Source: an optimization exercise on an open RTL-to-GDS flow (aim: small area, a short achievable clock period and few clock cycles per item). Production flows keep margins and buffers that such runs may drop.
RTL that was checked went through simulation tests only; none was proved equivalent to the original.
Only the layout flow was run in runs 2 and 3; the RTL was not checked for function there.

## flow/design.v

```verilog
package aes_pkg;
    typedef logic [127:0] aes_state_t;
    typedef enum logic [1:0] {
        IDLE = 2'd0,
        RUN  = 2'd1,
        DONE = 2'd2
    } fsm_state_e;
    function automatic logic [7:0] rcon_of(input logic [3:0] r);
        case (r)
            4'd1:    rcon_of = 8'h01;
            4'd2:    rcon_of = 8'h02;
            4'd3:    rcon_of = 8'h04;
            4'd4:    rcon_of = 8'h08;
            4'd5:    rcon_of = 8'h10;
            4'd6:    rcon_of = 8'h20;
            4'd7:    rcon_of = 8'h40;
            4'd8:    rcon_of = 8'h80;
            4'd9:    rcon_of = 8'h1b;
            4'd10:   rcon_of = 8'h36;
            default: rcon_of = 8'h00;
        endcase
    endfunction
    localparam logic [2047:0] SBOX_TBL = {
        128'h637c777bf26b6fc53001672bfed7ab76,
        128'hca82c97dfa5947f0add4a2af9ca472c0,
        128'hb7fd9326363ff7cc34a5e5f171d83115,
        128'h04c723c31896059a071280e2eb27b275,
        128'h09832c1a1b6e5aa0523bd6b329e32f84,
        128'h53d100ed20fcb15b6acbbe394a4c58cf,
        128'hd0efaafb434d338545f9027f503c9fa8,
        128'h51a3408f929d38f5bcb6da2110fff3d2,
        128'hcd0c13ec5f974417c4a77e3d645d1973,
        128'h60814fdc222a908846eeb814de5e0bdb,
        128'he0323a0a4906245cc2d3ac629195e479,
        128'he7c8376d8dd54ea96c56f4ea657aae08,
        128'hba78252e1ca6b4c6e8dd741f4bbd8b8a,
        128'h703eb5664803f60e613557b986c11d9e,
        128'he1f8981169d98e949b1e87e9ce5528df,
        128'h8ca1890dbfe6426841992d0fb054bb16
    };
    function automatic logic [7:0] sbox(input logic [7:0] b);
        sbox = SBOX_TBL[{~b, 3'b000} +: 8];
    endfunction
    function automatic logic [7:0] xtime(input logic [7:0] b);
        xtime = {b[6:0], 1'b0} ^ (b[7] ? 8'h1b : 8'h00);
    endfunction
endpackage
module aes_g_xor2 (input logic a, input logic b, output logic y);
  assign y = a ^ b;
endmodule
module aes_g_xnor2 (input logic a, input logic b, output logic y);
  assign y = ~(a ^ b);
endmodule
module aes_g_nand2 (input logic a, input logic b, output logic y);
  assign y = ~(a & b);
endmodule
module aes_g_nor2 (input logic a, input logic b, output logic y);
  assign y = ~(a | b);
endmodule
module aes_sbox_top (
    input  logic [7:0] x,
    output logic [3:0] m
);
  logic U0, U1, U2, U3, U4, U5, U6, U7;
  assign {U0, U1, U2, U3, U4, U5, U6, U7} = x;
  logic T7, T18, T19, M4, T3, T4, T13, T1, T5, T6, M1, M5;
  logic T2, T10, T24, M17, M14, T11, T15, M11, M15, M21, T20, T9;
  logic T12, T16, T17, M9, M6, M10, M19, T25, M23, T26, M8, T21;
  logic T22, M7, M18, T27, M12, M13, M22, T14, M3, T23, T8, M2;
  logic M16, M20, M25, M28, M27, M29, M31, M32, M33, M26, M24, M30;
  logic M34, M35, M36;
  aes_g_xnor2 g0 (.a(U1), .b(U2), .y(T7));
  aes_g_xnor2 g1 (.a(U3), .b(U7), .y(T18));
  aes_g_xor2 g2 (.a(T7), .b(T18), .y(T19));
  aes_g_nand2 g3 (.a(T19), .b(U7), .y(M4));
  aes_g_xor2 g4 (.a(U0), .b(U6), .y(T3));
  aes_g_xor2 g5 (.a(U3), .b(U5), .y(T4));
  aes_g_xor2 g6 (.a(T3), .b(T4), .y(T13));
  aes_g_xor2 g7 (.a(U0), .b(U3), .y(T1));
  aes_g_xor2 g8 (.a(U4), .b(U6), .y(T5));
  aes_g_xor2 g9 (.a(T1), .b(T5), .y(T6));
  aes_g_nand2 g10 (.a(T13), .b(T6), .y(M1));
  aes_g_xor2 g11 (.a(M4), .b(M1), .y(M5));
  aes_g_xor2 g12 (.a(U0), .b(U5), .y(T2));
  aes_g_xnor2 g13 (.a(T6), .b(T7), .y(T10));
  aes_g_xor2 g14 (.a(T2), .b(T10), .y(T24));
  aes_g_xor2 g15 (.a(M5), .b(T24), .y(M17));
  aes_g_nand2 g16 (.a(T2), .b(T10), .y(M14));
  aes_g_xor2 g17 (.a(U1), .b(U5), .y(T11));
  aes_g_xor2 g18 (.a(T5), .b(T11), .y(T15));
  aes_g_nand2 g19 (.a(T1), .b(T15), .y(M11));
  aes_g_xnor2 g20 (.a(M14), .b(M11), .y(M15));
  aes_g_xnor2 g21 (.a(M17), .b(M15), .y(M21));
  aes_g_xor2 g22 (.a(T1), .b(T19), .y(T20));
  aes_g_xnor2 g23 (.a(U7), .b(T7), .y(T9));
  aes_g_xor2 g24 (.a(U2), .b(U5), .y(T12));
  aes_g_xor2 g25 (.a(T5), .b(T12), .y(T16));
  aes_g_xor2 g26 (.a(T9), .b(T16), .y(T17));
  aes_g_nand2 g27 (.a(T20), .b(T17), .y(M9));
  aes_g_nand2 g28 (.a(T3), .b(T16), .y(M6));
  aes_g_xor2 g29 (.a(M9), .b(M6), .y(M10));
  aes_g_xnor2 g30 (.a(M10), .b(M15), .y(M19));
  aes_g_xnor2 g31 (.a(T20), .b(T17), .y(T25));
  aes_g_xnor2 g32 (.a(M19), .b(T25), .y(M23));
  aes_g_xnor2 g33 (.a(T3), .b(T16), .y(T26));
  aes_g_xnor2 g34 (.a(T26), .b(M6), .y(M8));
  aes_g_xnor2 g35 (.a(U6), .b(U7), .y(T21));
  aes_g_xor2 g36 (.a(T7), .b(T21), .y(T22));
  aes_g_nand2 g37 (.a(T22), .b(T9), .y(M7));
  aes_g_xor2 g38 (.a(M8), .b(M7), .y(M18));
  aes_g_xor2 g39 (.a(T1), .b(T12), .y(T27));
  aes_g_nand2 g40 (.a(T4), .b(T27), .y(M12));
  aes_g_xor2 g41 (.a(M12), .b(M11), .y(M13));
  aes_g_xor2 g42 (.a(M18), .b(M13), .y(M22));
  aes_g_xor2 g43 (.a(T6), .b(T11), .y(T14));
  aes_g_xnor2 g44 (.a(T14), .b(M1), .y(M3));
  aes_g_xor2 g45 (.a(T2), .b(T22), .y(T23));
  aes_g_xor2 g46 (.a(U7), .b(T6), .y(T8));
  aes_g_nand2 g47 (.a(T23), .b(T8), .y(M2));
  aes_g_xnor2 g48 (.a(M3), .b(M2), .y(M16));
  aes_g_xor2 g49 (.a(M16), .b(M13), .y(M20));
  aes_g_nand2 g50 (.a(M22), .b(M20), .y(M25));
  aes_g_xor2 g51 (.a(M23), .b(M25), .y(M28));
  aes_g_xnor2 g52 (.a(M20), .b(M21), .y(M27));
  aes_g_nor2 g53 (.a(M28), .b(M27), .y(M29));
  aes_g_xor2 g54 (.a(M21), .b(M29), .y(m[3]));
  aes_g_nand2 g55 (.a(M20), .b(M23), .y(M31));
  aes_g_nor2 g56 (.a(M27), .b(M31), .y(M32));
  aes_g_xor2 g57 (.a(M27), .b(M25), .y(M33));
  aes_g_xor2 g58 (.a(M32), .b(M33), .y(m[2]));
  aes_g_xor2 g59 (.a(M21), .b(M25), .y(M26));
  aes_g_xnor2 g60 (.a(M22), .b(M23), .y(M24));
  aes_g_nor2 g61 (.a(M26), .b(M24), .y(M30));
  aes_g_xor2 g62 (.a(M23), .b(M30), .y(m[1]));
  aes_g_nand2 g63 (.a(M21), .b(M22), .y(M34));
  aes_g_nor2 g64 (.a(M24), .b(M34), .y(M35));
  aes_g_xnor2 g65 (.a(M24), .b(M25), .y(M36));
  aes_g_xnor2 g66 (.a(M35), .b(M36), .y(m[0]));
endmodule
module aes_sbox_bot (
    input  logic [7:0] x,
    input  logic [3:0] m,
    output logic [7:0] y
);
  logic U0, U1, U2, U3, U4, U5, U6, U7;
  assign {U0, U1, U2, U3, U4, U5, U6, U7} = x;
  logic M37, M38, M39, M40;
  assign {M37, M38, M39, M40} = m;
  logic T7, T9, M50, M42, T1, M61, M41, M45, T4, M62, L0, L13;
  logic T2, T21, T22, T23, M56, L16, M63, T5, T6, T10, M54, M43;
  logic T3, M58, L4, L19, L1, L20, M44, M46, T8, M47, T13, M55;
  logic L3, L7, L21, M48, T12, T16, T17, M51, L12, L22, M59, L8;
  logic L18, L2, L23, L15, T11, T15, M52, T27, M53, L9, L24, M49;
  logic L5, L6, L10, L25, L26, L27, T18, T19, T20, M60, L11, L14;
  logic L28, M57, L17, L29;
  aes_g_xnor2 g0 (.a(U1), .b(U2), .y(T7));
  aes_g_xnor2 g1 (.a(U7), .b(T7), .y(T9));
  aes_g_nand2 g2 (.a(M38), .b(T9), .y(M50));
  aes_g_xor2 g3 (.a(M37), .b(M39), .y(M42));
  aes_g_xor2 g4 (.a(U0), .b(U3), .y(T1));
  aes_g_nand2 g5 (.a(M42), .b(T1), .y(M61));
  aes_g_xor2 g6 (.a(M38), .b(M40), .y(M41));
  aes_g_xor2 g7 (.a(M42), .b(M41), .y(M45));
  aes_g_xor2 g8 (.a(U3), .b(U5), .y(T4));
  aes_g_nand2 g9 (.a(M45), .b(T4), .y(M62));
  aes_g_xor2 g10 (.a(M61), .b(M62), .y(L0));
  aes_g_xor2 g11 (.a(M50), .b(L0), .y(L13));
  aes_g_xor2 g12 (.a(U0), .b(U5), .y(T2));
  aes_g_xnor2 g13 (.a(U6), .b(U7), .y(T21));
  aes_g_xor2 g14 (.a(T7), .b(T21), .y(T22));
  aes_g_xor2 g15 (.a(T2), .b(T22), .y(T23));
  aes_g_nand2 g16 (.a(M40), .b(T23), .y(M56));
  aes_g_xor2 g17 (.a(M56), .b(L0), .y(L16));
  aes_g_nand2 g18 (.a(M41), .b(T2), .y(M63));
  aes_g_xor2 g19 (.a(U4), .b(U6), .y(T5));
  aes_g_xor2 g20 (.a(T1), .b(T5), .y(T6));
  aes_g_xnor2 g21 (.a(T6), .b(T7), .y(T10));
  aes_g_nand2 g22 (.a(M41), .b(T10), .y(M54));
  aes_g_xor2 g23 (.a(M37), .b(M38), .y(M43));
  aes_g_xor2 g24 (.a(U0), .b(U6), .y(T3));
  aes_g_nand2 g25 (.a(M43), .b(T3), .y(M58));
  aes_g_xor2 g26 (.a(M54), .b(M58), .y(L4));
  aes_g_xor2 g27 (.a(M63), .b(L4), .y(L19));
  aes_g_xnor2 g28 (.a(M50), .b(M56), .y(L1));
  aes_g_xor2 g29 (.a(L0), .b(L1), .y(L20));
  aes_g_xor2 g30 (.a(M39), .b(M40), .y(M44));
  aes_g_nand2 g31 (.a(M44), .b(T6), .y(M46));
  aes_g_xor2 g32 (.a(U7), .b(T6), .y(T8));
  aes_g_nand2 g33 (.a(M40), .b(T8), .y(M47));
  aes_g_xor2 g34 (.a(T3), .b(T4), .y(T13));
  aes_g_nand2 g35 (.a(M44), .b(T13), .y(M55));
  aes_g_xnor2 g36 (.a(M47), .b(M55), .y(L3));
  aes_g_xnor2 g37 (.a(M46), .b(L3), .y(L7));
  aes_g_xnor2 g38 (.a(L1), .b(L7), .y(L21));
  aes_g_nand2 g39 (.a(M39), .b(U7), .y(M48));
  aes_g_xor2 g40 (.a(U2), .b(U5), .y(T12));
  aes_g_xor2 g41 (.a(T5), .b(T12), .y(T16));
  aes_g_xor2 g42 (.a(T9), .b(T16), .y(T17));
  aes_g_nand2 g43 (.a(M37), .b(T17), .y(M51));
  aes_g_xnor2 g44 (.a(M48), .b(M51), .y(L12));
  aes_g_xnor2 g45 (.a(L3), .b(L12), .y(L22));
  aes_g_nand2 g46 (.a(M38), .b(T22), .y(M59));
  aes_g_xnor2 g47 (.a(M51), .b(M59), .y(L8));
  aes_g_xnor2 g48 (.a(M58), .b(L8), .y(L18));
  aes_g_xnor2 g49 (.a(M46), .b(M48), .y(L2));
  aes_g_xor2 g50 (.a(L18), .b(L2), .y(L23));
  aes_g_xnor2 g51 (.a(M55), .b(L1), .y(L15));
  aes_g_xor2 g52 (.a(U1), .b(U5), .y(T11));
  aes_g_xor2 g53 (.a(T5), .b(T11), .y(T15));
  aes_g_nand2 g54 (.a(M42), .b(T15), .y(M52));
  aes_g_xor2 g55 (.a(T1), .b(T12), .y(T27));
  aes_g_nand2 g56 (.a(M45), .b(T27), .y(M53));
  aes_g_xnor2 g57 (.a(M52), .b(M53), .y(L9));
  aes_g_xnor2 g58 (.a(L15), .b(L9), .y(L24));
  aes_g_nand2 g59 (.a(M43), .b(T16), .y(M49));
  aes_g_xor2 g60 (.a(M49), .b(M61), .y(L5));
  aes_g_xnor2 g61 (.a(M62), .b(L5), .y(L6));
  aes_g_xor2 g62 (.a(M53), .b(L4), .y(L10));
  aes_g_xnor2 g63 (.a(L6), .b(L10), .y(L25));
  aes_g_xnor2 g64 (.a(L7), .b(L9), .y(L26));
  aes_g_xor2 g65 (.a(L8), .b(L10), .y(L27));
  aes_g_xnor2 g66 (.a(U3), .b(U7), .y(T18));
  aes_g_xor2 g67 (.a(T7), .b(T18), .y(T19));
  aes_g_xor2 g68 (.a(T1), .b(T19), .y(T20));
  aes_g_nand2 g69 (.a(M37), .b(T20), .y(M60));
  aes_g_xnor2 g70 (.a(M60), .b(L2), .y(L11));
  aes_g_xnor2 g71 (.a(M52), .b(M61), .y(L14));
  aes_g_xnor2 g72 (.a(L11), .b(L14), .y(L28));
  aes_g_nand2 g73 (.a(M39), .b(T19), .y(M57));
  aes_g_xor2 g74 (.a(M57), .b(L1), .y(L17));
  aes_g_xor2 g75 (.a(L11), .b(L17), .y(L29));
  aes_g_xnor2 g76 (.a(L6), .b(L23), .y(y[0]));
  aes_g_xor2 g77 (.a(L13), .b(L27), .y(y[1]));
  aes_g_xnor2 g78 (.a(L25), .b(L29), .y(y[2]));
  aes_g_xor2 g79 (.a(L20), .b(L22), .y(y[3]));
  aes_g_xnor2 g80 (.a(L6), .b(L21), .y(y[4]));
  aes_g_xnor2 g81 (.a(L19), .b(L28), .y(y[5]));
  aes_g_xnor2 g82 (.a(L16), .b(L26), .y(y[6]));
  aes_g_xnor2 g83 (.a(L6), .b(L24), .y(y[7]));
endmodule
module aes_mixcol (
    input  logic [31:0] col,
    output logic [31:0] res
);
  logic [7:0] a [4];
  logic [7:0] d [4];
  logic [7:0] s [4];
  logic [7:0] r [4];
  logic [7:0] b [4];
  assign a[0] = col[31 -: 8];
  assign res[31 -: 8] = b[0];
  assign a[1] = col[23 -: 8];
  assign res[23 -: 8] = b[1];
  assign a[2] = col[15 -: 8];
  assign res[15 -: 8] = b[2];
  assign a[3] = col[7 -: 8];
  assign res[7 -: 8] = b[3];
  aes_g_xor2 g0 (.a(a[0][0]), .b(a[1][0]), .y(d[0][0]));
  aes_g_xor2 g1 (.a(a[0][1]), .b(a[1][1]), .y(d[0][1]));
  aes_g_xor2 g2 (.a(a[0][2]), .b(a[1][2]), .y(d[0][2]));
  aes_g_xor2 g3 (.a(a[0][3]), .b(a[1][3]), .y(d[0][3]));
  aes_g_xor2 g4 (.a(a[0][4]), .b(a[1][4]), .y(d[0][4]));
  aes_g_xor2 g5 (.a(a[0][5]), .b(a[1][5]), .y(d[0][5]));
  aes_g_xor2 g6 (.a(a[0][6]), .b(a[1][6]), .y(d[0][6]));
  aes_g_xor2 g7 (.a(a[0][7]), .b(a[1][7]), .y(d[0][7]));
  aes_g_xor2 g8 (.a(a[1][0]), .b(a[2][0]), .y(d[1][0]));
  aes_g_xor2 g9 (.a(a[1][1]), .b(a[2][1]), .y(d[1][1]));
  aes_g_xor2 g10 (.a(a[1][2]), .b(a[2][2]), .y(d[1][2]));
  aes_g_xor2 g11 (.a(a[1][3]), .b(a[2][3]), .y(d[1][3]));
  aes_g_xor2 g12 (.a(a[1][4]), .b(a[2][4]), .y(d[1][4]));
  aes_g_xor2 g13 (.a(a[1][5]), .b(a[2][5]), .y(d[1][5]));
  aes_g_xor2 g14 (.a(a[1][6]), .b(a[2][6]), .y(d[1][6]));
  aes_g_xor2 g15 (.a(a[1][7]), .b(a[2][7]), .y(d[1][7]));
  aes_g_xor2 g16 (.a(a[2][0]), .b(a[3][0]), .y(d[2][0]));
  aes_g_xor2 g17 (.a(a[2][1]), .b(a[3][1]), .y(d[2][1]));
  aes_g_xor2 g18 (.a(a[2][2]), .b(a[3][2]), .y(d[2][2]));
  aes_g_xor2 g19 (.a(a[2][3]), .b(a[3][3]), .y(d[2][3]));
  aes_g_xor2 g20 (.a(a[2][4]), .b(a[3][4]), .y(d[2][4]));
  aes_g_xor2 g21 (.a(a[2][5]), .b(a[3][5]), .y(d[2][5]));
  aes_g_xor2 g22 (.a(a[2][6]), .b(a[3][6]), .y(d[2][6]));
  aes_g_xor2 g23 (.a(a[2][7]), .b(a[3][7]), .y(d[2][7]));
  aes_g_xor2 g24 (.a(a[3][0]), .b(a[0][0]), .y(d[3][0]));
  aes_g_xor2 g25 (.a(a[3][1]), .b(a[0][1]), .y(d[3][1]));
  aes_g_xor2 g26 (.a(a[3][2]), .b(a[0][2]), .y(d[3][2]));
  aes_g_xor2 g27 (.a(a[3][3]), .b(a[0][3]), .y(d[3][3]));
  aes_g_xor2 g28 (.a(a[3][4]), .b(a[0][4]), .y(d[3][4]));
  aes_g_xor2 g29 (.a(a[3][5]), .b(a[0][5]), .y(d[3][5]));
  aes_g_xor2 g30 (.a(a[3][6]), .b(a[0][6]), .y(d[3][6]));
  aes_g_xor2 g31 (.a(a[3][7]), .b(a[0][7]), .y(d[3][7]));
  aes_g_xor2 g32 (.a(a[1][0]), .b(d[2][0]), .y(s[0][0]));
  aes_g_xor2 g33 (.a(a[1][1]), .b(d[2][1]), .y(s[0][1]));
  aes_g_xor2 g34 (.a(a[1][2]), .b(d[2][2]), .y(s[0][2]));
  aes_g_xor2 g35 (.a(a[1][3]), .b(d[2][3]), .y(s[0][3]));
  aes_g_xor2 g36 (.a(a[1][4]), .b(d[2][4]), .y(s[0][4]));
  aes_g_xor2 g37 (.a(a[1][5]), .b(d[2][5]), .y(s[0][5]));
  aes_g_xor2 g38 (.a(a[1][6]), .b(d[2][6]), .y(s[0][6]));
  aes_g_xor2 g39 (.a(a[1][7]), .b(d[2][7]), .y(s[0][7]));
  aes_g_xor2 g40 (.a(a[2][0]), .b(d[3][0]), .y(s[1][0]));
  aes_g_xor2 g41 (.a(a[2][1]), .b(d[3][1]), .y(s[1][1]));
  aes_g_xor2 g42 (.a(a[2][2]), .b(d[3][2]), .y(s[1][2]));
  aes_g_xor2 g43 (.a(a[2][3]), .b(d[3][3]), .y(s[1][3]));
  aes_g_xor2 g44 (.a(a[2][4]), .b(d[3][4]), .y(s[1][4]));
  aes_g_xor2 g45 (.a(a[2][5]), .b(d[3][5]), .y(s[1][5]));
  aes_g_xor2 g46 (.a(a[2][6]), .b(d[3][6]), .y(s[1][6]));
  aes_g_xor2 g47 (.a(a[2][7]), .b(d[3][7]), .y(s[1][7]));
  aes_g_xor2 g48 (.a(a[3][0]), .b(d[0][0]), .y(s[2][0]));
  aes_g_xor2 g49 (.a(a[3][1]), .b(d[0][1]), .y(s[2][1]));
  aes_g_xor2 g50 (.a(a[3][2]), .b(d[0][2]), .y(s[2][2]));
  aes_g_xor2 g51 (.a(a[3][3]), .b(d[0][3]), .y(s[2][3]));
  aes_g_xor2 g52 (.a(a[3][4]), .b(d[0][4]), .y(s[2][4]));
  aes_g_xor2 g53 (.a(a[3][5]), .b(d[0][5]), .y(s[2][5]));
  aes_g_xor2 g54 (.a(a[3][6]), .b(d[0][6]), .y(s[2][6]));
  aes_g_xor2 g55 (.a(a[3][7]), .b(d[0][7]), .y(s[2][7]));
  aes_g_xor2 g56 (.a(a[0][0]), .b(d[1][0]), .y(s[3][0]));
  aes_g_xor2 g57 (.a(a[0][1]), .b(d[1][1]), .y(s[3][1]));
  aes_g_xor2 g58 (.a(a[0][2]), .b(d[1][2]), .y(s[3][2]));
  aes_g_xor2 g59 (.a(a[0][3]), .b(d[1][3]), .y(s[3][3]));
  aes_g_xor2 g60 (.a(a[0][4]), .b(d[1][4]), .y(s[3][4]));
  aes_g_xor2 g61 (.a(a[0][5]), .b(d[1][5]), .y(s[3][5]));
  aes_g_xor2 g62 (.a(a[0][6]), .b(d[1][6]), .y(s[3][6]));
  aes_g_xor2 g63 (.a(a[0][7]), .b(d[1][7]), .y(s[3][7]));
  assign r[0][0] = d[0][7];
  aes_g_xor2 g64 (.a(d[0][0]), .b(d[0][7]), .y(r[0][1]));
  assign r[0][2] = d[0][1];
  aes_g_xor2 g65 (.a(d[0][2]), .b(d[0][7]), .y(r[0][3]));
  aes_g_xor2 g66 (.a(d[0][3]), .b(d[0][7]), .y(r[0][4]));
  assign r[0][5] = d[0][4];
  assign r[0][6] = d[0][5];
  assign r[0][7] = d[0][6];
  assign r[1][0] = d[1][7];
  aes_g_xor2 g67 (.a(d[1][0]), .b(d[1][7]), .y(r[1][1]));
  assign r[1][2] = d[1][1];
  aes_g_xor2 g68 (.a(d[1][2]), .b(d[1][7]), .y(r[1][3]));
  aes_g_xor2 g69 (.a(d[1][3]), .b(d[1][7]), .y(r[1][4]));
  assign r[1][5] = d[1][4];
  assign r[1][6] = d[1][5];
  assign r[1][7] = d[1][6];
  assign r[2][0] = d[2][7];
  aes_g_xor2 g70 (.a(d[2][0]), .b(d[2][7]), .y(r[2][1]));
  assign r[2][2] = d[2][1];
  aes_g_xor2 g71 (.a(d[2][2]), .b(d[2][7]), .y(r[2][3]));
  aes_g_xor2 g72 (.a(d[2][3]), .b(d[2][7]), .y(r[2][4]));
  assign r[2][5] = d[2][4];
  assign r[2][6] = d[2][5];
  assign r[2][7] = d[2][6];
  assign r[3][0] = d[3][7];
  aes_g_xor2 g73 (.a(d[3][0]), .b(d[3][7]), .y(r[3][1]));
  assign r[3][2] = d[3][1];
  aes_g_xor2 g74 (.a(d[3][2]), .b(d[3][7]), .y(r[3][3]));
  aes_g_xor2 g75 (.a(d[3][3]), .b(d[3][7]), .y(r[3][4]));
  assign r[3][5] = d[3][4];
  assign r[3][6] = d[3][5];
  assign r[3][7] = d[3][6];
  aes_g_xor2 g76 (.a(s[0][0]), .b(r[0][0]), .y(b[0][0]));
  aes_g_xor2 g77 (.a(s[0][1]), .b(r[0][1]), .y(b[0][1]));
  aes_g_xor2 g78 (.a(s[0][2]), .b(r[0][2]), .y(b[0][2]));
  aes_g_xor2 g79 (.a(s[0][3]), .b(r[0][3]), .y(b[0][3]));
  aes_g_xor2 g80 (.a(s[0][4]), .b(r[0][4]), .y(b[0][4]));
  aes_g_xor2 g81 (.a(s[0][5]), .b(r[0][5]), .y(b[0][5]));
  aes_g_xor2 g82 (.a(s[0][6]), .b(r[0][6]), .y(b[0][6]));
  aes_g_xor2 g83 (.a(s[0][7]), .b(r[0][7]), .y(b[0][7]));
  aes_g_xor2 g84 (.a(s[1][0]), .b(r[1][0]), .y(b[1][0]));
  aes_g_xor2 g85 (.a(s[1][1]), .b(r[1][1]), .y(b[1][1]));
  aes_g_xor2 g86 (.a(s[1][2]), .b(r[1][2]), .y(b[1][2]));
  aes_g_xor2 g87 (.a(s[1][3]), .b(r[1][3]), .y(b[1][3]));
  aes_g_xor2 g88 (.a(s[1][4]), .b(r[1][4]), .y(b[1][4]));
  aes_g_xor2 g89 (.a(s[1][5]), .b(r[1][5]), .y(b[1][5]));
  aes_g_xor2 g90 (.a(s[1][6]), .b(r[1][6]), .y(b[1][6]));
  aes_g_xor2 g91 (.a(s[1][7]), .b(r[1][7]), .y(b[1][7]));
  aes_g_xor2 g92 (.a(s[2][0]), .b(r[2][0]), .y(b[2][0]));
  aes_g_xor2 g93 (.a(s[2][1]), .b(r[2][1]), .y(b[2][1]));
  aes_g_xor2 g94 (.a(s[2][2]), .b(r[2][2]), .y(b[2][2]));
  aes_g_xor2 g95 (.a(s[2][3]), .b(r[2][3]), .y(b[2][3]));
  aes_g_xor2 g96 (.a(s[2][4]), .b(r[2][4]), .y(b[2][4]));
  aes_g_xor2 g97 (.a(s[2][5]), .b(r[2][5]), .y(b[2][5]));
  aes_g_xor2 g98 (.a(s[2][6]), .b(r[2][6]), .y(b[2][6]));
  aes_g_xor2 g99 (.a(s[2][7]), .b(r[2][7]), .y(b[2][7]));
  aes_g_xor2 g100 (.a(s[3][0]), .b(r[3][0]), .y(b[3][0]));
  aes_g_xor2 g101 (.a(s[3][1]), .b(r[3][1]), .y(b[3][1]));
  aes_g_xor2 g102 (.a(s[3][2]), .b(r[3][2]), .y(b[3][2]));
  aes_g_xor2 g103 (.a(s[3][3]), .b(r[3][3]), .y(b[3][3]));
  aes_g_xor2 g104 (.a(s[3][4]), .b(r[3][4]), .y(b[3][4]));
  aes_g_xor2 g105 (.a(s[3][5]), .b(r[3][5]), .y(b[3][5]));
  aes_g_xor2 g106 (.a(s[3][6]), .b(r[3][6]), .y(b[3][6]));
  aes_g_xor2 g107 (.a(s[3][7]), .b(r[3][7]), .y(b[3][7]));
endmodule
module aes_xor_bank #(
    parameter int unsigned W = 128
) (
    input  logic [W-1:0] a,
    input  logic [W-1:0] b,
    output logic [W-1:0] y
);
  for (genvar i = 0; i < W; i++) begin : g_bit
    aes_g_xor2 u_x (.a(a[i]), .b(b[i]), .y(y[i]));
  end
endmodule
module aes128_iter_core #(
    parameter int unsigned ROUNDS_PER_CYCLE = 1
) (
    input  logic         clk,
    input  logic         rst_n,
    input  logic         in_valid,
    output logic         in_ready,
    input  logic [127:0] plaintext,
    input  logic [127:0] key,
    output logic         out_valid,
    input  logic         out_ready,
    output logic [127:0] ciphertext
);
    logic [127:0] a_s, a_k;         
    logic [127:0] b_u, b_k;         
    logic [63:0]  b_m;              
    logic [15:0]  b_km;             
    logic [127:0] o_ct;             
    logic         o_v;
    logic         ph;               
    logic [1:0]   v, par;           
    logic [3:0]   rnd [2];          
    logic         first;            
    logic [127:0] u;
    logic [63:0]  m;
    logic [15:0]  km;
    logic [31:0]  w3a;
    aes_xor_bank #(.W(128)) u_ark (.a(a_s), .b(a_k), .y(u));
    for (genvar j = 0; j < 16; j++) begin : g_top
        aes_sbox_top u_st (.x(u[8*j +: 8]), .m(m[4*j +: 4]));
    end
    assign w3a = {a_k[23:0], a_k[31:24]};
    for (genvar j = 0; j < 4; j++) begin : g_ktop
        aes_sbox_top u_kt (.x(w3a[8*j +: 8]), .m(km[4*j +: 4]));
    end
    always_ff @(posedge clk) begin
        b_u  <= u;
        b_m  <= m;
        b_k  <= a_k;
        b_km <= km;
    end
    logic [127:0] sub, shf, mc, kn, fin_ct;
    logic [31:0]  w3b, subrot;
    logic [31:0]  w0, w1, w2, w3, p0, p1, p2, p3;
    logic [7:0]   rcon;
    for (genvar j = 0; j < 16; j++) begin : g_bot
        aes_sbox_bot u_sb (.x(b_u[8*j +: 8]), .m(b_m[4*j +: 4]), .y(sub[8*j +: 8]));
    end
    always_comb begin
        for (int c = 0; c < 4; c++) begin
            for (int r = 0; r < 4; r++) begin
                shf[127-8*(4*c+r) -: 8] = sub[127-8*(4*((c+r)%4)+r) -: 8];
            end
        end
    end
    for (genvar c = 0; c < 4; c++) begin : g_mc
        aes_mixcol u_mc (.col(shf[127-32*c -: 32]), .res(mc[127-32*c -: 32]));
    end
    assign w3b = {b_k[23:0], b_k[31:24]};
    for (genvar j = 0; j < 4; j++) begin : g_kbot
        aes_sbox_bot u_kb (.x(w3b[8*j +: 8]), .m(b_km[4*j +: 4]), .y(subrot[8*j +: 8]));
    end
    logic [3:0] rb;
    assign rb = ph ? rnd[0] : rnd[1];
    always_comb begin
        case (rb)
            4'd0:    rcon = 8'h01;
            4'd1:    rcon = 8'h02;
            4'd2:    rcon = 8'h04;
            4'd3:    rcon = 8'h08;
            4'd4:    rcon = 8'h10;
            4'd5:    rcon = 8'h20;
            4'd6:    rcon = 8'h40;
            4'd7:    rcon = 8'h80;
            4'd8:    rcon = 8'h1b;
            4'd9:    rcon = 8'h36;
            default: rcon = 8'h00;
        endcase
    end
    assign {w0, w1, w2, w3} = b_k;
    assign p0 = w0 ^ {rcon, 24'h0};
    assign p1 = p0 ^ w1;
    assign p2 = p1 ^ w2;
    assign p3 = p2 ^ w3;
    aes_xor_bank #(.W(128)) u_kx (.a({p0, p1, p2, p3}), .b({4{subrot}}), .y(kn));
    aes_xor_bank #(.W(128)) u_fin (.a(shf), .b(kn), .y(fin_ct));
    logic sb, vb, pb, last, o_free, fin, wt, nrm;
    assign sb     = ~ph;                     
    assign vb     = v[sb];
    assign pb     = par[sb];
    assign last   = vb && (rb == 4'd9);
    assign o_free = !o_v || out_ready;
    assign fin    = last && !pb && (first == sb) && o_free;
    assign wt     = last && !fin;
    assign nrm    = vb && !last;
    assign in_ready = !vb || fin;
    always_ff @(posedge clk) begin
        if (in_ready) begin
            a_s <= plaintext;
            a_k <= key;
        end else if (wt) begin
            a_s <= b_u;
            a_k <= b_k;
        end else begin
            a_s <= mc;
            a_k <= kn;
        end
    end
    logic acc, va_n, vb_n;
    assign acc  = in_valid && in_ready;
    assign va_n = v[ph];
    assign vb_n = acc || (vb && !fin);
    always_ff @(posedge clk) begin
        if (!rst_n) begin
            v     <= 2'b00;
            o_v   <= 1'b0;
            ph    <= 1'b0;
            first <= 1'b0;
        end else begin
            ph     <= ~ph;
            v[sb]  <= vb_n;
            if (va_n && vb_n) begin
                if (acc) first <= ph;
            end else if (va_n) begin
                first <= ph;
            end else begin
                first <= sb;
            end
            if (fin) begin
                o_v <= 1'b1;
            end else if (out_ready) begin
                o_v <= 1'b0;
            end
        end
    end
    always_ff @(posedge clk) begin
        if (acc) begin
            rnd[sb] <= 4'd0;
            par[sb] <= 1'b0;
        end else begin
            if (nrm) rnd[sb] <= rb + 4'd1;
            if (wt)  par[sb] <= ~pb;
        end
        if (fin) o_ct <= fin_ct;
    end
    assign out_valid  = o_v;
    assign ciphertext = o_ct;
endmodule
```

## flow/run.sh

```bash
#!/bin/bash
# synth_recipe.tcl (not shown) runs the flow's synth.tcl, then flattens the netlist and writes it again
# the make line also repeats each setting of config.mk as NAME=value (left out here)
make -C /OpenROAD-flow-scripts/flow DESIGN_CONFIG=/design/flow/config.mk WORK_HOME=/design/flow/orfs CLKGATE_MAP_FILE= SYNTH_SCRIPT=/design/flow/synth_recipe.tcl finish
```

## flow/config.mk

```make
export PLATFORM = sky130hd
export DESIGN_NAME = aes128_iter_core
export DESIGN_NICKNAME = aes128_iter_core
export VERILOG_FILES = /design/flow/design.v
export SDC_FILE = /design/flow/constraint.sdc
export NUM_CORES = 4
export LEC_CHECK = 0
export CAP_MARGIN = 20
export CORE_MARGIN = 2
export CORE_UTILIZATION = 40
export PLACE_DENSITY = 0.6
export SLEW_MARGIN = 20
export SYNTH_HIERARCHICAL = 1
```

## flow/constraint.sdc

```tcl
create_clock -name core_clock -period 6.5 [get_ports {clk}]
set_input_delay 1.3000 -clock core_clock [delete_from_list [all_inputs] [get_ports {clk}]]
set_output_delay 1.3000 -clock core_clock [all_outputs]
set_load 0.01 [all_outputs]
```

==> results of run 1 <==
[cell type report]
cell class / instances / area share
multi-input cells: 4534 / 0.591
flip-flops and latches: 735 / 0.256
repair buffers: 437 / 0.0693
clock buffers: 129 / 0.0408
well taps: 1768 / 0.0352
clock inverters: 32 / 0.00702
inverters: 8 / 0.000478
[sequential cells by signal, summed over array words and instances, names as in the netlist, named ones only]
| register | flops |
|---|---|
| rnd | 8 |
| a_s | 128 |
| o_v | 1 |
| o_ct | 128 |
| b_k | 128 |
| b_u | 128 |
| first | 1 |
| ph | 1 |
| a_k | 128 |
| b_km | 16 |
| b_m | 64 |
[Yosys cell counts (all sizes together)]
cell type,n,share of area
nand2b,1,0.00012
a21oi,5,0.00047
o211ai,1,0.00014
a211oi,1,0.00014
o2bb2ai,1,0.00028
edfxtp,138,0.077
or3,1,0.00012
a221oi,1,0.00028
o22ai,258,0.030
nor2b,3,0.00035
buf,63,0.0099
nand2,616,0.043
nor3b,3,0.00063
a2bb2oi,256,0.065
xnor3,4,0.0017
mux2i,6,0.0016
clkbuf,53,0.0037
o21ai,4,0.00037
xor3,3,0.0013
and3b,1,0.00016
nor2,89,0.0062
o21a,3,0.00042
xor2,2307,0.38
xnor2,956,0.16
nor3,1,0.000093
and3,1,0.00012
and2,3,0.00035
dfxtp,597,0.22
a22oi,2,0.00028
inv,8,0.00056
ha,6,0.0014
a21boi,1,0.00014
[stage by stage]
step	hold slack (ns)	utilization	cells	cell area [µm²]
floorplan	0.349	-	5393	53800
global placement	0.351	0.447	7479	59700
detailed placement	0.355	0.448	7481	59700
CTS	0.363	0.470	7642	62700
global route	0.368	0.470	7643	62800
finish	0.363	0.470	7643	62800
[placed cells by master (no fill, tap or decap), drive strengths merged, types with 6 or more instances in the layout]
cell           netlist  layout
dfxtp              597     597
clkdlybuf4s50        0     389
mux2i                6       6
ha                   6       6
o22ai              258     258
clkinv               0      15
nor2                89      89
clkbuf              53     129
bufinv               0      10
buf                 63      48
edfxtp             138     138
a2bb2oi            256     256
xor2              2307    2307
inv                  8      13
xnor2              956     956
nand2              616     616
[critical path, cell delays in order, from the launching register on]
cell             delay (ns)
dfxtp_1                0.34
buf_4                  0.31
mux2i_1                0.21
inv_1                  0.14
ha_1                   0.25
o21a_4                 0.73
nand2b_1               0.16
and2_4                 0.29
inv_1                  0.12
clkdlybuf4s50_1        0.55
[cells by family (layout without fill, tap and decap cells)]
family / after synthesis / in the layout / share of synthesized area
AOI/OAI and AO/OA: 533 / 533 / 0.0976
xor gates and xnor gates: 3270 / 3270 / 0.535
adders and majority gates: 6 / 6 / 0.00140
buffers and inverters: 124 / 606 / 0.0142
DFF: 735 / 735 / 0.299
muxes: 6 / 6 / 0.00158
and+or+nand+nor: 719 / 719 / 0.0512
[routing by layer]
metal  global-route usage  up-vias  part of all wire
li1                     -    18322                 -
met1                0.360    18662              0.45
met2                0.424     1186              0.45
met3               0.0348      247             0.059
met4                0.113        2             0.046
met5                    0        -          0.000048
[Yosys stat by module, one instance, submodules excluded, excerpt]
module / copies in the design / cells inside / flops+latches
aes_g_nand2: 600 / 1 / 0
aes_g_xor2: 2216 / 1 / 0
aes_g_nor2: 80 / 1 / 0
aes128_iter_core: 1 / 1557 / 735
aes_g_xnor2: 940 / 1 / 0
[worst min path at each step]
| stage | end | slack, ns | cells after the start |
|---|---|---|---|
| CTS | b_k[42] | 0.36 | 0 |
| global placement | b_k[77] | 0.35 | 0 |
| detailed placement | b_k[119] | 0.35 | 0 |
| global route | b_k[42] | 0.37 | 0 |
| floorplan | b_k[100] | 0.35 | 0 |
| finish | b_k[56] | 0.36 | 0 |
==> impl_metrics.json, run 1 <==
{
  "dpl.hpwl_um": 150000,
  "cts_root_buffer": "clkbuf_16",
  "final.setup_skew_ns": 0.0341,
  "via_count": 38419,
  "rsz0062_at_grt": "no",
  "finalWirelength_um": 187000,
  "numPortBuffers": 389,
  "first_iter_violations": 2992,
  "worstPathRequired_ns": 5.20,
  "place_ws_ns": 1.92,
  "wl_per_cell_um": 24.4,
  "slew_violations": 0,
  "finalHoldViolations": 0,
  "insertion_delay_ns": 0.70,
  "outcome": "finished clean",
  "start_util": 0.403,
  "rr_startpoint": "b_u[69]",
  "ff_latch_area_um2": 16100,
  "die_h_um": 371,
  "cp.arrival_ns": 3.77,
  "fmaxAchievable_mhz": 197,
  "ant_nets": 0,
  "die_area_um2": 137000,
  "synth.avg_cell_area_um2": 9.97,
  "fp.dieW_um": 371,
  "synth_warnings": 15,
  "ys_ff_latch": 735,
  "synthCells": 5393,
  "netlist_area_um2": 53800,
  "post-cts-setup-buffers": 0,
  "layout-drive-gt1-share": 0.0703,
  "min-delay-start": "a_k[56]",
  "fin_nets": 6068,
  "cts_buffer_depth": 3,
  "coreArea_um2": 133000,
  "clock_sinks": 735,
  "cts.hold.buffers_added": 0,
  "gr-total-overflow": 0,
  "drc": 0,
  "path_clk_slew_ns": 0.06,
  "criticalPathCategory": "flip-flop to output port",
  "track_usage": 0.266,
  "final.period_utilization": 0.780,
  "first_pass_iters": 5,
  "tritoncts": "yes",
  "tightest_slew_ns": 1.22,
  "grt_pass1_wl_um": 266000,
  "setup-tns-final_ns": 0,
  "endpoint_kind": "output port",
  "hp-class": "flip-flop to flip-flop",
  "critPathLaunch": "ph",
  "rows": 134,
  "fill_cells": 12680,
  "grt_max_degree": 124,
  "maxCapViolCount": 0,
  "start_kind": "flip-flop",
  "ios": 390,
  "r2r.worst_path.cells": 13,
  "crit_fanout": 66,
  "multiInputGateArea_um2": 37100,
  "cts_max_level": 3,
  "avgViaCountPerCell": 5.03,
  "syn_nets": 5659,
  "worstSetupEndpoint": "in_ready",
  "ys_types": 43,
  "final.setup.worst_slack_ns": 1.43,
  "r2r_end": "a_s[36]",
  "r2r_setup_slack_ns": 1.76,
  "slew_headroom": 0.181,
  "finalCriticalPeriod_ns": 5.07,
  "syn_to_final_growth_pct": 16.7,
  "final-setup-viol-count": 0,
  "diodes": 0,
  "cts_buffers": 86,
  "antenna_found_initial": 4,
  "ys_seq_area_frac": 0.299,
  "postCtsResizedCells": 0,
  "grt_pass1_vias": 38652,
  "routabilityCongestion": 0.965
}
Testbench counts, summed over its fixed seeds: cycles 16,024, items 1,600.
==> run 2, diff against run 1 <==
--- a/flow/design.v
+++ b/flow/design.v
@@ -59,2 +59,8 @@
 endmodule
+module aes_g_a22oi (input logic a1, input logic a2, input logic b1, input logic b2, output logic y);
+  assign y = ~((a1 & a2) | (b1 & b2));
+endmodule
+module aes_g_o21ai (input logic a1, input logic a2, input logic b1, output logic y);
+  assign y = ~((a1 | a2) & b1);
+endmodule
 module aes_sbox_top (
@@ -242,3 +248,3 @@
     input  logic [31:0] col,
-    output logic [31:0] res
+    output logic [31:0] res_n
 );
@@ -250,9 +256,9 @@
   assign a[0] = col[31 -: 8];
-  assign res[31 -: 8] = b[0];
+  assign res_n[31 -: 8] = b[0];
   assign a[1] = col[23 -: 8];
-  assign res[23 -: 8] = b[1];
+  assign res_n[23 -: 8] = b[1];
   assign a[2] = col[15 -: 8];
-  assign res[15 -: 8] = b[2];
+  assign res_n[15 -: 8] = b[2];
   assign a[3] = col[7 -: 8];
-  assign res[7 -: 8] = b[3];
+  assign res_n[7 -: 8] = b[3];
   aes_g_xor2 g0 (.a(a[0][0]), .b(a[1][0]), .y(d[0][0]));
@@ -353,34 +359,62 @@
   assign r[3][7] = d[3][6];
-  aes_g_xor2 g76 (.a(s[0][0]), .b(r[0][0]), .y(b[0][0]));
-  aes_g_xor2 g77 (.a(s[0][1]), .b(r[0][1]), .y(b[0][1]));
-  aes_g_xor2 g78 (.a(s[0][2]), .b(r[0][2]), .y(b[0][2]));
-  aes_g_xor2 g79 (.a(s[0][3]), .b(r[0][3]), .y(b[0][3]));
-  aes_g_xor2 g80 (.a(s[0][4]), .b(r[0][4]), .y(b[0][4]));
-  aes_g_xor2 g81 (.a(s[0][5]), .b(r[0][5]), .y(b[0][5]));
-  aes_g_xor2 g82 (.a(s[0][6]), .b(r[0][6]), .y(b[0][6]));
-  aes_g_xor2 g83 (.a(s[0][7]), .b(r[0][7]), .y(b[0][7]));
-  aes_g_xor2 g84 (.a(s[1][0]), .b(r[1][0]), .y(b[1][0]));
-  aes_g_xor2 g85 (.a(s[1][1]), .b(r[1][1]), .y(b[1][1]));
-  aes_g_xor2 g86 (.a(s[1][2]), .b(r[1][2]), .y(b[1][2]));
-  aes_g_xor2 g87 (.a(s[1][3]), .b(r[1][3]), .y(b[1][3]));
-  aes_g_xor2 g88 (.a(s[1][4]), .b(r[1][4]), .y(b[1][4]));
-  aes_g_xor2 g89 (.a(s[1][5]), .b(r[1][5]), .y(b[1][5]));
-  aes_g_xor2 g90 (.a(s[1][6]), .b(r[1][6]), .y(b[1][6]));
-  aes_g_xor2 g91 (.a(s[1][7]), .b(r[1][7]), .y(b[1][7]));
-  aes_g_xor2 g92 (.a(s[2][0]), .b(r[2][0]), .y(b[2][0]));
-  aes_g_xor2 g93 (.a(s[2][1]), .b(r[2][1]), .y(b[2][1]));
-  aes_g_xor2 g94 (.a(s[2][2]), .b(r[2][2]), .y(b[2][2]));
-  aes_g_xor2 g95 (.a(s[2][3]), .b(r[2][3]), .y(b[2][3]));
-  aes_g_xor2 g96 (.a(s[2][4]), .b(r[2][4]), .y(b[2][4]));
-  aes_g_xor2 g97 (.a(s[2][5]), .b(r[2][5]), .y(b[2][5]));
-  aes_g_xor2 g98 (.a(s[2][6]), .b(r[2][6]), .y(b[2][6]));
-  aes_g_xor2 g99 (.a(s[2][7]), .b(r[2][7]), .y(b[2][7]));
-  aes_g_xor2 g100 (.a(s[3][0]), .b(r[3][0]), .y(b[3][0]));
-  aes_g_xor2 g101 (.a(s[3][1]), .b(r[3][1]), .y(b[3][1]));
-  aes_g_xor2 g102 (.a(s[3][2]), .b(r[3][2]), .y(b[3][2]));
-  aes_g_xor2 g103 (.a(s[3][3]), .b(r[3][3]), .y(b[3][3]));
-  aes_g_xor2 g104 (.a(s[3][4]), .b(r[3][4]), .y(b[3][4]));
-  aes_g_xor2 g105 (.a(s[3][5]), .b(r[3][5]), .y(b[3][5]));
-  aes_g_xor2 g106 (.a(s[3][6]), .b(r[3][6]), .y(b[3][6]));
-  aes_g_xor2 g107 (.a(s[3][7]), .b(r[3][7]), .y(b[3][7]));
+  aes_g_xnor2 g76 (.a(s[0][0]), .b(r[0][0]), .y(b[0][0]));
+  aes_g_xnor2 g77 (.a(s[0][1]), .b(r[0][1]), .y(b[0][1]));
+  aes_g_xnor2 g78 (.a(s[0][2]), .b(r[0][2]), .y(b[0][2]));
+  aes_g_xnor2 g79 (.a(s[0][3]), .b(r[0][3]), .y(b[0][3]));
+  aes_g_xnor2 g80 (.a(s[0][4]), .b(r[0][4]), .y(b[0][4]));
+  aes_g_xnor2 g81 (.a(s[0][5]), .b(r[0][5]), .y(b[0][5]));
+  aes_g_xnor2 g82 (.a(s[0][6]), .b(r[0][6]), .y(b[0][6]));
+  aes_g_xnor2 g83 (.a(s[0][7]), .b(r[0][7]), .y(b[0][7]));
+  aes_g_xnor2 g84 (.a(s[1][0]), .b(r[1][0]), .y(b[1][0]));
+  aes_g_xnor2 g85 (.a(s[1][1]), .b(r[1][1]), .y(b[1][1]));
+  aes_g_xnor2 g86 (.a(s[1][2]), .b(r[1][2]), .y(b[1][2]));
+  aes_g_xnor2 g87 (.a(s[1][3]), .b(r[1][3]), .y(b[1][3]));
+  aes_g_xnor2 g88 (.a(s[1][4]), .b(r[1][4]), .y(b[1][4]));
+  aes_g_xnor2 g89 (.a(s[1][5]), .b(r[1][5]), .y(b[1][5]));
+  aes_g_xnor2 g90 (.a(s[1][6]), .b(r[1][6]), .y(b[1][6]));
+  aes_g_xnor2 g91 (.a(s[1][7]), .b(r[1][7]), .y(b[1][7]));
+  aes_g_xnor2 g92 (.a(s[2][0]), .b(r[2][0]), .y(b[2][0]));
+  aes_g_xnor2 g93 (.a(s[2][1]), .b(r[2][1]), .y(b[2][1]));
+  aes_g_xnor2 g94 (.a(s[2][2]), .b(r[2][2]), .y(b[2][2]));
+  aes_g_xnor2 g95 (.a(s[2][3]), .b(r[2][3]), .y(b[2][3]));
+  aes_g_xnor2 g96 (.a(s[2][4]), .b(r[2][4]), .y(b[2][4]));
+  aes_g_xnor2 g97 (.a(s[2][5]), .b(r[2][5]), .y(b[2][5]));
+  aes_g_xnor2 g98 (.a(s[2][6]), .b(r[2][6]), .y(b[2][6]));
+  aes_g_xnor2 g99 (.a(s[2][7]), .b(r[2][7]), .y(b[2][7]));
+  aes_g_xnor2 g100 (.a(s[3][0]), .b(r[3][0]), .y(b[3][0]));
+  aes_g_xnor2 g101 (.a(s[3][1]), .b(r[3][1]), .y(b[3][1]));
+  aes_g_xnor2 g102 (.a(s[3][2]), .b(r[3][2]), .y(b[3][2]));
+  aes_g_xnor2 g103 (.a(s[3][3]), .b(r[3][3]), .y(b[3][3]));
+  aes_g_xnor2 g104 (.a(s[3][4]), .b(r[3][4]), .y(b[3][4]));
+  aes_g_xnor2 g105 (.a(s[3][5]), .b(r[3][5]), .y(b[3][5]));
+  aes_g_xnor2 g106 (.a(s[3][6]), .b(r[3][6]), .y(b[3][6]));
+  aes_g_xnor2 g107 (.a(s[3][7]), .b(r[3][7]), .y(b[3][7]));
+endmodule
+module aes_xnor_bank #(
+    parameter int unsigned W = 128
+) (
+    input  logic [W-1:0] a,
+    input  logic [W-1:0] b,
+    output logic [W-1:0] y
+);
+  for (genvar i = 0; i < W; i++) begin : g_bit
+    aes_g_xnor2 u_x (.a(a[i]), .b(b[i]), .y(y[i]));
+  end
+endmodule
+module aes_sel3_bank #(
+    parameter int unsigned W = 128
+) (
+    input  logic         s0,
+    input  logic         s1,
+    input  logic         s01,
+    input  logic [W-1:0] a,
+    input  logic [W-1:0] b,
+    input  logic [W-1:0] c_n,
+    output logic [W-1:0] y
+);
+  for (genvar i = 0; i < W; i++) begin : g_bit
+    logic x;
+    aes_g_a22oi u_p (.a1(s0), .a2(a[i]), .b1(s1), .b2(b[i]), .y(x));
+    aes_g_o21ai u_o (.a1(s01), .a2(c_n[i]), .b1(x), .y(y[i]));
+  end
 endmodule
@@ -416,6 +450,8 @@
     logic         o_v;
-    logic         ph;               
-    logic [1:0]   v, par;           
-    logic [3:0]   rnd [2];          
-    logic         first;            
+    logic         va, pa;           
+    logic [3:0]   ra;               
+    logic         vb, pb, lb;       
+    logic [3:0]   rb;               
+    logic         fa;               
+    logic         fp;               
     logic [127:0] u;
@@ -438,3 +474,3 @@
     end
-    logic [127:0] sub, shf, mc, kn, fin_ct;
+    logic [127:0] sub, shf, mc_n, kn_n, fin_ct;
     logic [31:0]  w3b, subrot;
@@ -453,3 +489,3 @@
     for (genvar c = 0; c < 4; c++) begin : g_mc
-        aes_mixcol u_mc (.col(shf[127-32*c -: 32]), .res(mc[127-32*c -: 32]));
+        aes_mixcol u_mc (.col(shf[127-32*c -: 32]), .res_n(mc_n[127-32*c -: 32]));
     end
@@ -459,4 +495,2 @@
     end
-    logic [3:0] rb;
-    assign rb = ph ? rnd[0] : rnd[1];
     always_comb begin
@@ -481,46 +515,55 @@
     assign p3 = p2 ^ w3;
-    aes_xor_bank #(.W(128)) u_kx (.a({p0, p1, p2, p3}), .b({4{subrot}}), .y(kn));
-    aes_xor_bank #(.W(128)) u_fin (.a(shf), .b(kn), .y(fin_ct));
-    logic sb, vb, pb, last, o_free, fin, wt, nrm;
-    assign sb     = ~ph;                     
-    assign vb     = v[sb];
-    assign pb     = par[sb];
-    assign last   = vb && (rb == 4'd9);
-    assign o_free = !o_v || out_ready;
-    assign fin    = last && !pb && (first == sb) && o_free;
-    assign wt     = last && !fin;
-    assign nrm    = vb && !last;
+    aes_xnor_bank #(.W(128)) u_kx (.a({p0, p1, p2, p3}), .b({4{subrot}}), .y(kn_n));
+    aes_xnor_bank #(.W(128)) u_fin (.a(shf), .b(kn_n), .y(fin_ct));
+    logic o_free, fin, wt, acc;
+    logic va_n, pa_n, fa_n;
+    logic [3:0] ra_n;
+    assign o_free   = !o_v || out_ready;
+    assign fin      = fp && o_free;
+    assign wt       = lb && !fin;
     assign in_ready = !vb || fin;
+    assign acc      = in_valid && in_ready;
+    logic         sel_hold;
+    logic [127:0] a_s_d, a_k_d;
+    assign sel_hold = in_ready || wt;
+    aes_sel3_bank #(.W(128)) u_sels (.s0(in_ready), .s1(wt), .s01(sel_hold),
+                                     .a(plaintext), .b(b_u), .c_n(mc_n), .y(a_s_d));
+    aes_sel3_bank #(.W(128)) u_selk (.s0(in_ready), .s1(wt), .s01(sel_hold),
+                                     .a(key), .b(b_k), .c_n(kn_n), .y(a_k_d));
     always_ff @(posedge clk) begin
-        if (in_ready) begin
-            a_s <= plaintext;
-            a_k <= key;
+        a_s <= a_s_d;
+        a_k <= a_k_d;
+        if (fin) o_ct <= fin_ct;
+    end
+    always_comb begin
+        va_n = vb && !fin;
+        pa_n = pb;
+        ra_n = rb + 4'd1;
+        if (acc) begin
+            va_n = 1'b1;
+            pa_n = 1'b0;
+            ra_n = 4'd0;
         end else if (wt) begin
-            a_s <= b_u;
-            a_k <= b_k;
-        end else begin
-            a_s <= mc;
-            a_k <= kn;
+            pa_n = ~pb;
+            ra_n = rb;
         end
     end
-    logic acc, va_n, vb_n;
-    assign acc  = in_valid && in_ready;
-    assign va_n = v[ph];
-    assign vb_n = acc || (vb && !fin);
+    assign fa_n = !acc && !fa;
     always_ff @(posedge clk) begin
+        ra <= ra_n;
+        pa <= pa_n;
+        rb <= ra;
+        pb <= pa;
+        fa <= fa_n;
         if (!rst_n) begin
-            v     <= 2'b00;
-            o_v   <= 1'b0;
-            ph    <= 1'b0;
-            first <= 1'b0;
+            va  <= 1'b0;
+            vb  <= 1'b0;
+            lb  <= 1'b0;
+            fp  <= 1'b0;
+            o_v <= 1'b0;
         end else begin
-            ph     <= ~ph;
-            v[sb]  <= vb_n;
-            if (va_n && vb_n) begin
-                if (acc) first <= ph;
-            end else if (va_n) begin
-                first <= ph;
-            end else begin
-                first <= sb;
-            end
+            va <= va_n;
+            vb <= va;
+            lb <= va && (ra == 4'd9);
+            fp <= va && (ra == 4'd9) && !pa && (!va_n || !fa_n);
             if (fin) begin
@@ -532,12 +575,2 @@
     end
-    always_ff @(posedge clk) begin
-        if (acc) begin
-            rnd[sb] <= 4'd0;
-            par[sb] <= 1'b0;
-        end else begin
-            if (nrm) rnd[sb] <= rb + 4'd1;
-            if (wt)  par[sb] <= ~pb;
-        end
-        if (fin) o_ct <= fin_ct;
-    end
     assign out_valid  = o_v;
--- a/flow/config.mk
+++ b/flow/config.mk
@@ -11,2 +11,3 @@
 export PLACE_DENSITY = 0.6
+export SETUP_SLACK_MARGIN = 3.2
 export SLEW_MARGIN = 20
==> run 2 against run 1 <==
  * Still clean on timing, DRC and antenna
  * Non-clock buffer count up 417
  * Maximum frequency up 53%
  * Register-to-register slack better by 1.4 ns
  * Critical path depth up 5
==> impl_metrics.json, run 2 <==
{
  "outcome": "finished clean",
  "synthFlopType": "dfxtp_1",
  "timing.hold.ws_ns": 0.358,
  "antenna_found_initial": 5,
  "crit_fanout": 6,
  "rr_startpoint": "b_u[112]",
  "worstPathRequired_ns": 7.04,
  "synthCells": 5247,
  "place_ws_ns": 2.10,
  "cts_buffer_depth": 3,
  "final-setup-viol-count": 0,
  "clock_sinks": 744,
  "ys_ff_latch": 744,
  "grt_max_degree": 103,
  "routabilityCongestion": 0.945,
  "tightest_slew_ns": 1.08,
  "slew_violations": 0,
  "synth-edff-count": 128,
  "finalWirelength_um": 191000,
  "final.setup.worst_slack_ns": 3.17,
  "fp.dieW_um": 365,
  "ys_seq_area_frac": 0.311,
  "first_pass_iters": 5,
  "path_cells": "xnor2_2, xor2_2, xor2_1, nand2_2, xnor2_2, buf_4, xnor2_2, xnor2_2, xnor2_4, buf_12, xor2_4, xor2_1, xnor2_1, o21ai_1",
  "setup-tns-final_ns": 0,
  "final.setup_skew_ns": 0.0389,
  "min-delay-start": "pa",
  "coreArea_um2": 129000,
  "syn_nets": 5508,
  "syn_to_final_growth_pct": 41.6,
  "fmaxAchievable_mhz": 301,
  "wl_per_cell_um": 23.8,
  "synth_top_area_cell": "xor2_1",
  "cpMaxStageDelayCell": "dfxtp_4",
  "final.period_utilization": 0.512,
  "avgViaCountPerCell": 4.90,
  "layout_commonest_cell": "xor2_1",
  "start_util": 0.403,
  "gr-total-overflow": 0,
  "grt_pass1_vias": 39173,
  "numPortBuffers": 389,
  "drc": 0,
  "ys_types": 31,
  "ant_nets": 0,
  "die_h_um": 365,
  "synth_top_area_share": 0.326,
  "rows": 132,
  "die_area_um2": 133000,
  "tritoncts": "yes",
  "hp-class": "flip-flop to flip-flop",
  "cp.arrival_ns": 3.87,
  "cp_common_cell": "xnor2_2",
  "track_usage": 0.273,
  "synth.avg_cell_area_um2": 9.93,
  "netlist_area_um2": 52100,
  "path_clk_slew_ns": 0.06,
  "yosysMostFrequentCell": "xor2_1",
  "slew_headroom": 0.279,
  "cts.hold.buffers_added": 0,
  "start_kind": "flip-flop",
  "finalHoldViolations": 0,
  "synth_warnings": 15,
  "fin_nets": 6449,
  "worst_hold_path.num_cells": 0,
  "min_to": "pb",
  "dpl.hpwl_um": 146000,
  "ios": 390,
  "r2r_end": "a_s[27]",
  "layout-drive-gt1-share": 0.296,
  "cts_root_buffer": "clkbuf_16",
  "maxCapViolCount": 0,
  "ys_top_cells_by_count": "xor2_1 (1937), xnor2_1 (1325), dfxtp_1 (616)",
  "cpPeakStageDelay_ns": 0.39,
  "r2r_setup_slack_ns": 3.17,
  "criticalPathCategory": "flip-flop to flip-flop",
  "grt_pass1_wl_um": 265000,
  "insertion_delay_ns": 0.68,
  "first_iter_violations": 3061,
  "synthTopCellsByArea": "xor2_1 (33%), dfxtp_1 (24%), xnor2_1 (22%), edfxtp_1 (7.4%), a22oi_2 (6.2%)",
  "rsz0062_at_grt": "yes",
  "r2r.worst_path.cells": 14,
  "finalCriticalPeriod_ns": 3.33,
  "endpoint_kind": "flip-flop",
  "cts_buffers": 88,
  "final_cell_mix": "xor2_1 (1499), xnor2_1 (940), nand2_1 (591)",
  "via_count": 39235,
  "cts_max_level": 3,
  "async_flop_share": 0
}
[run 2: cell types whose count changed after synthesis, sizes merged, moves of 10 or more]
cell,delta
xnor2,+369
xor2,-370
edfxtp,-10
dfxtp,+19
a2bb2oi,-256
o21ai,+254
buf,-63
nand2,-15
clkbuf,-50
a22oi,+254
o22ai,-258
[run 2: timing repair]
item / 4_1_cts / 5_1_grt
setup buffers: 235 / 186
endpoints found under the hold margin: 0 / 0
endpoints found under the setup margin: 374 / 328
pin swaps: 171 / 213
gates resized for setup: 566 / 616
[run 2: cell families after synthesis]
logic type,synth area share
and+or+nand+nor,0.0523
adders and majority gates,0.000240
DFF,0.311
muxes,0.000192
xor gates and xnor gates,0.549
AOI/OAI and AO/OA,0.0876
buffers and inverters,0.000432
[run 2: final cells by class]
| class | count | area (µm²) |
|---|---|---|
| antenna | 3 | 7.51 |
| clock buffer | 119 | 2530 |
| clock inverter | 45 | 604 |
| fill | 10748 | 55600 |
| inverter | 3 | 11.3 |
| multi-input combinational | 4497 | 44100 |
| sequential | 744 | 16400 |
| tap | 1742 | 2180 |
| timing repair buffer | 854 | 7890 |
[run 2: critical path, delay by kind of cell, from the launching register on]
| family | cells | cell delay (ns) |
|---|---|---|
| xor+xnor | 10 | 2.22 |
| simple gates | 1 | 0.11 |
| buf+inv | 2 | 0.32 |
| compound gates | 1 | 0.13 |
| flops | 1 | 0.39 |
[run 2: how the worst max path moves through the flow]
stage	depth (start not counted)	start	end	slack [ns]
after floorplan	4	out_ready	ra[1]	-1.36
after global placement	12	b_u[86]	a_s[113]	1.77
after detailed placement	12	b_u[86]	a_s[113]	2.10
after CTS	12	b_u[42]	a_s[113]	3.12
after global routing	14	b_u[112]	a_s[20]	3.03
final	14	b_u[112]	a_s[27]	3.17
[run 2: per-stage QoR]
stage / cell area, µm² / util / cells
final: 73700 / 0.570 / 8007
after global routing: 73700 / 0.570 / 8004
after detailed placement: 58600 / 0.453 / 7419
after CTS: 67900 / 0.525 / 7818
after floorplan: 52100 / - / 5247
after global placement: 58600 / 0.453 / 7419
[run 2: per-layer routing]
metal,GRT usage,share of wire
met1,0.365,0.43
met4,0.126,0.051
met2,0.436,0.46
met3,0.0358,0.056
met5,0,0
[run 2: per-module statistics from Yosys, one instance, submodules excluded, a selection]
module,area [µm²],flops+latches,times used
aes_g_nor2,3.75,0,80
aes_g_xor2,8.76,0,1832
aes_g_o21ai,5.00,0,256
aes_g_a22oi,12.5,0,256
aes_g_xnor2,8.76,0,1324
aes128_iter_core,17400,744,1
aes_g_nand2,3.75,0,600
==> run 3, diff against run 2 <==
--- a/flow/config.mk
+++ b/flow/config.mk
@@ -11,3 +11,3 @@
 export PLACE_DENSITY = 0.6
-export SETUP_SLACK_MARGIN = 3.2
+export SETUP_SLACK_MARGIN = 2.5
 export SLEW_MARGIN = 20
==> run 3 against run 2 <==
  * Still clean
  * Via count fell by 5.0%
  * Sequential cell count did not move
  * Die area did not move
==> impl_metrics.json, run 3 <==
{
  "ys_types": 31,
  "synthCells": 5247,
  "gr-total-overflow": 0,
  "final.setup.worst_slack_ns": 2.54,
  "cp_num_buf_inv": 0,
  "path_cells": "xor2_1, xor2_1, xor2_1, nand2_1, xnor2_1, xnor2_1, xor2_1, xnor2_1, xor2_1, xor2_1, xnor2_1, o21ai_1",
  "final.setup_skew_ns": 0.0353,
  "ys_top_cells_by_count": "xor2_1 (1937), xnor2_1 (1325), dfxtp_1 (616)",
  "numPortBuffers": 389,
  "cpMaxStageDelayCell": "xnor2_1",
  "coreArea_um2": 129000,
  "cts_buffer_depth": 3,
  "fin_nets": 6047,
  "grt_pass1_wl_um": 256000,
  "rsz0062_at_grt": "yes",
  "final.period_utilization": 0.610,
  "ios": 390,
  "dpl.hpwl_um": 146000,
  "first_iter_violations": 2759,
  "finalCriticalPeriod_ns": 3.96,
  "cp.arrival_ns": 4.51,
  "grt_pass1_vias": 37361,
  "outcome": "finished clean",
  "synthFlopType": "dfxtp_1",
  "first_pass_iters": 5,
  "die_area_um2": 133000,
  "layout_commonest_cell": "xor2_1",
  "final_cell_mix": "xor2_1 (1893), xnor2_1 (1223), dfxtp_1 (616)",
  "die_h_um": 365,
  "cts_buffers": 88,
  "wl_per_cell_um": 23.6,
  "start_util": 0.403,
  "cts_root_buffer": "clkbuf_16",
  "ys_ff_latch": 744,
  "tightest_slew_ns": 1.14,
  "endpoint_kind": "flip-flop",
  "syn_nets": 5508,
  "drc": 0,
  "cpPeakStageDelay_ns": 0.80,
  "via_count": 37288,
  "cp_top_family": "XOR/XNOR gates",
  "maxCapViolCount": 0,
  "place_ws_ns": 2.10,
  "netlist_area_um2": 52100,
  "yosysMostFrequentCell": "xor2_1",
  "path_clk_slew_ns": 0.06,
  "fp.dieW_um": 365,
  "cts.hold.buffers_added": 0,
  "antenna_found_initial": 4,
  "synth_warnings": 15,
  "rows": 132,
  "synthTopCellsByArea": "xor2_1 (33%), dfxtp_1 (24%), xnor2_1 (22%), edfxtp_1 (7.4%), a22oi_2 (6.2%)",
  "synth.avg_cell_area_um2": 9.93,
  "avgViaCountPerCell": 4.90,
  "worstPathRequired_ns": 7.04,
  "hp-class": "flip-flop to flip-flop",
  "synth-edff-count": 128,
  "ys_seq_area_frac": 0.311,
  "post-route-util": 0.488,
  "start_kind": "flip-flop",
  "cts_max_level": 3,
  "grt_max_degree": 103,
  "criticalPathCategory": "flip-flop to flip-flop",
  "fmaxAchievable_mhz": 252,
  "async_flop_share": 0,
  "ant_nets": 0,
  "syn_to_final_growth_pct": 21.1,
  "cp_common_cell": "xor2_1",
  "synth_top_area_share": 0.326,
  "crit_fanout": 4,
  "routabilityCongestion": 0.945,
  "layout-drive-gt1-share": 0.105,
  "insertion_delay_ns": 0.68,
  "slew_violations": 0,
  "timing.hold.ws_ns": 0.350,
  "clock_sinks": 744,
  "finalHoldViolations": 0,
  "final-setup-viol-count": 0,
  "track_usage": 0.264,
  "tritoncts": "yes",
  "synth_top_area_cell": "xor2_1",
  "finalWirelength_um": 180000,
  "slew_headroom": 0.241
}
run 3: through the flow:
stage / TNS (ns) / cell area [µm²] / instances
after floorplan: -232.13 / 52100 / 5247
after global placement: 0 / 58600 / 7419
after detailed placement: 0 / 58600 / 7419
after CTS: 0 / 62100 / 7583
after global routing: 0 / 63100 / 7602
final: 0 / 63100 / 7603
run 3: logic make-up after synthesis:
family,count (synthesis),synth area share
buffers and inverters,6,0.000432
DFF,744,0.311
adders and majority gates,1,0.000240
AOI/OAI and AO/OA,524,0.0876
and+or+nand+nor,709,0.0523
xor gates and xnor gates,3262,0.549
muxes,1,0.000192
run 3: layer usage:
layer,track usage,vias to the layer above,part of all wire
met4,0.105,2,0.044
met1,0.356,17952,0.44
met3,0.0355,253,0.060
li1,-,17937,-
met2,0.425,1144,0.45
met5,0,-,0.000050
run 3: final cells by class:
class | count | area (µm²)
sequential | 744 | 16200
multi-input combinational | 4497 | 37100
clock buffer | 119 | 2530
antenna | 1 | 2.50
timing repair buffer | 452 | 4450
inverter | 3 | 11.3
clock inverter | 45 | 604
tap | 1742 | 2180
fill | 11953 | 66300
run 3: final timing paths:
| kind | start | end | slack, ns | cells after the start |
|---|---|---|---|---|
| worst max-delay path | b_u[81] | a_s[113] | 2.54 | 12 |
| worst min register to register | a_k[33] | b_k[33] | 0.35 | 0 |
| worst min-delay path | a_k[33] | b_k[33] | 0.35 | 0 |
| worst max register to register | b_u[81] | a_s[113] | 2.54 | 12 |
run 3: repair_timing:
item | 4_1_cts | 5_1_grt
gates resized for setup | 48 | 105
pin swaps | 0 | 11
setup buffers | 0 | 19
endpoints found under the setup margin | 85 | 127
gates cloned | 0 | 0
run 3: modules after synthesis, one instance, submodules excluded, excerpt:
module,copies in the design,flip-flops and latches
aes_g_a22oi,256,0
aes128_iter_core,1,744
aes_g_nand2,600,0
aes_g_xor2,1832,0
aes_g_o21ai,256,0
aes_g_nor2,80,0
aes_g_xnor2,1324,0

-- separate check: timing with driven ports --
In the flow no input, the clock included, has a driving cell. The finished layouts below were timed again as built, in two steps.
Step 1, drivers: a clkbuf_16 drives clk and a buf_2 each remaining input, both assumed.
Step 2 also shifts input and output timing later by t, the mid clock arrival at the registers, as if the neighbouring blocks saw the same clock.
Slacks: no drivers / after step 1 / after step 2; pairs: no drivers / after step 1.
| run | t (ns) | slack for setup (ns) | clock arrival spread, ns | worst slew at a driven data input, ns | pins driven straight from the clock port |
|---|---|---|---|---|---|
| run 1 | 0.762 | 1.428 / 1.353 / 1.759 | 0.034 / 0.035 | 0.08 | 1 |
| run 2 | 0.752 | 3.174 / 3.174 / 2.612 | 0.039 / 0.039 | 0.06 | 1 |
| run 3 | 0.744 | 2.537 / 2.537 / 2.373 | 0.037 / 0.037 | 0.06 | 1 |
After both steps setup and hold are still met in every run listed. For run 2, which loses most, drivers alone change the setup slack by 0.000 ns; drivers and shift together by -0.562 ns.
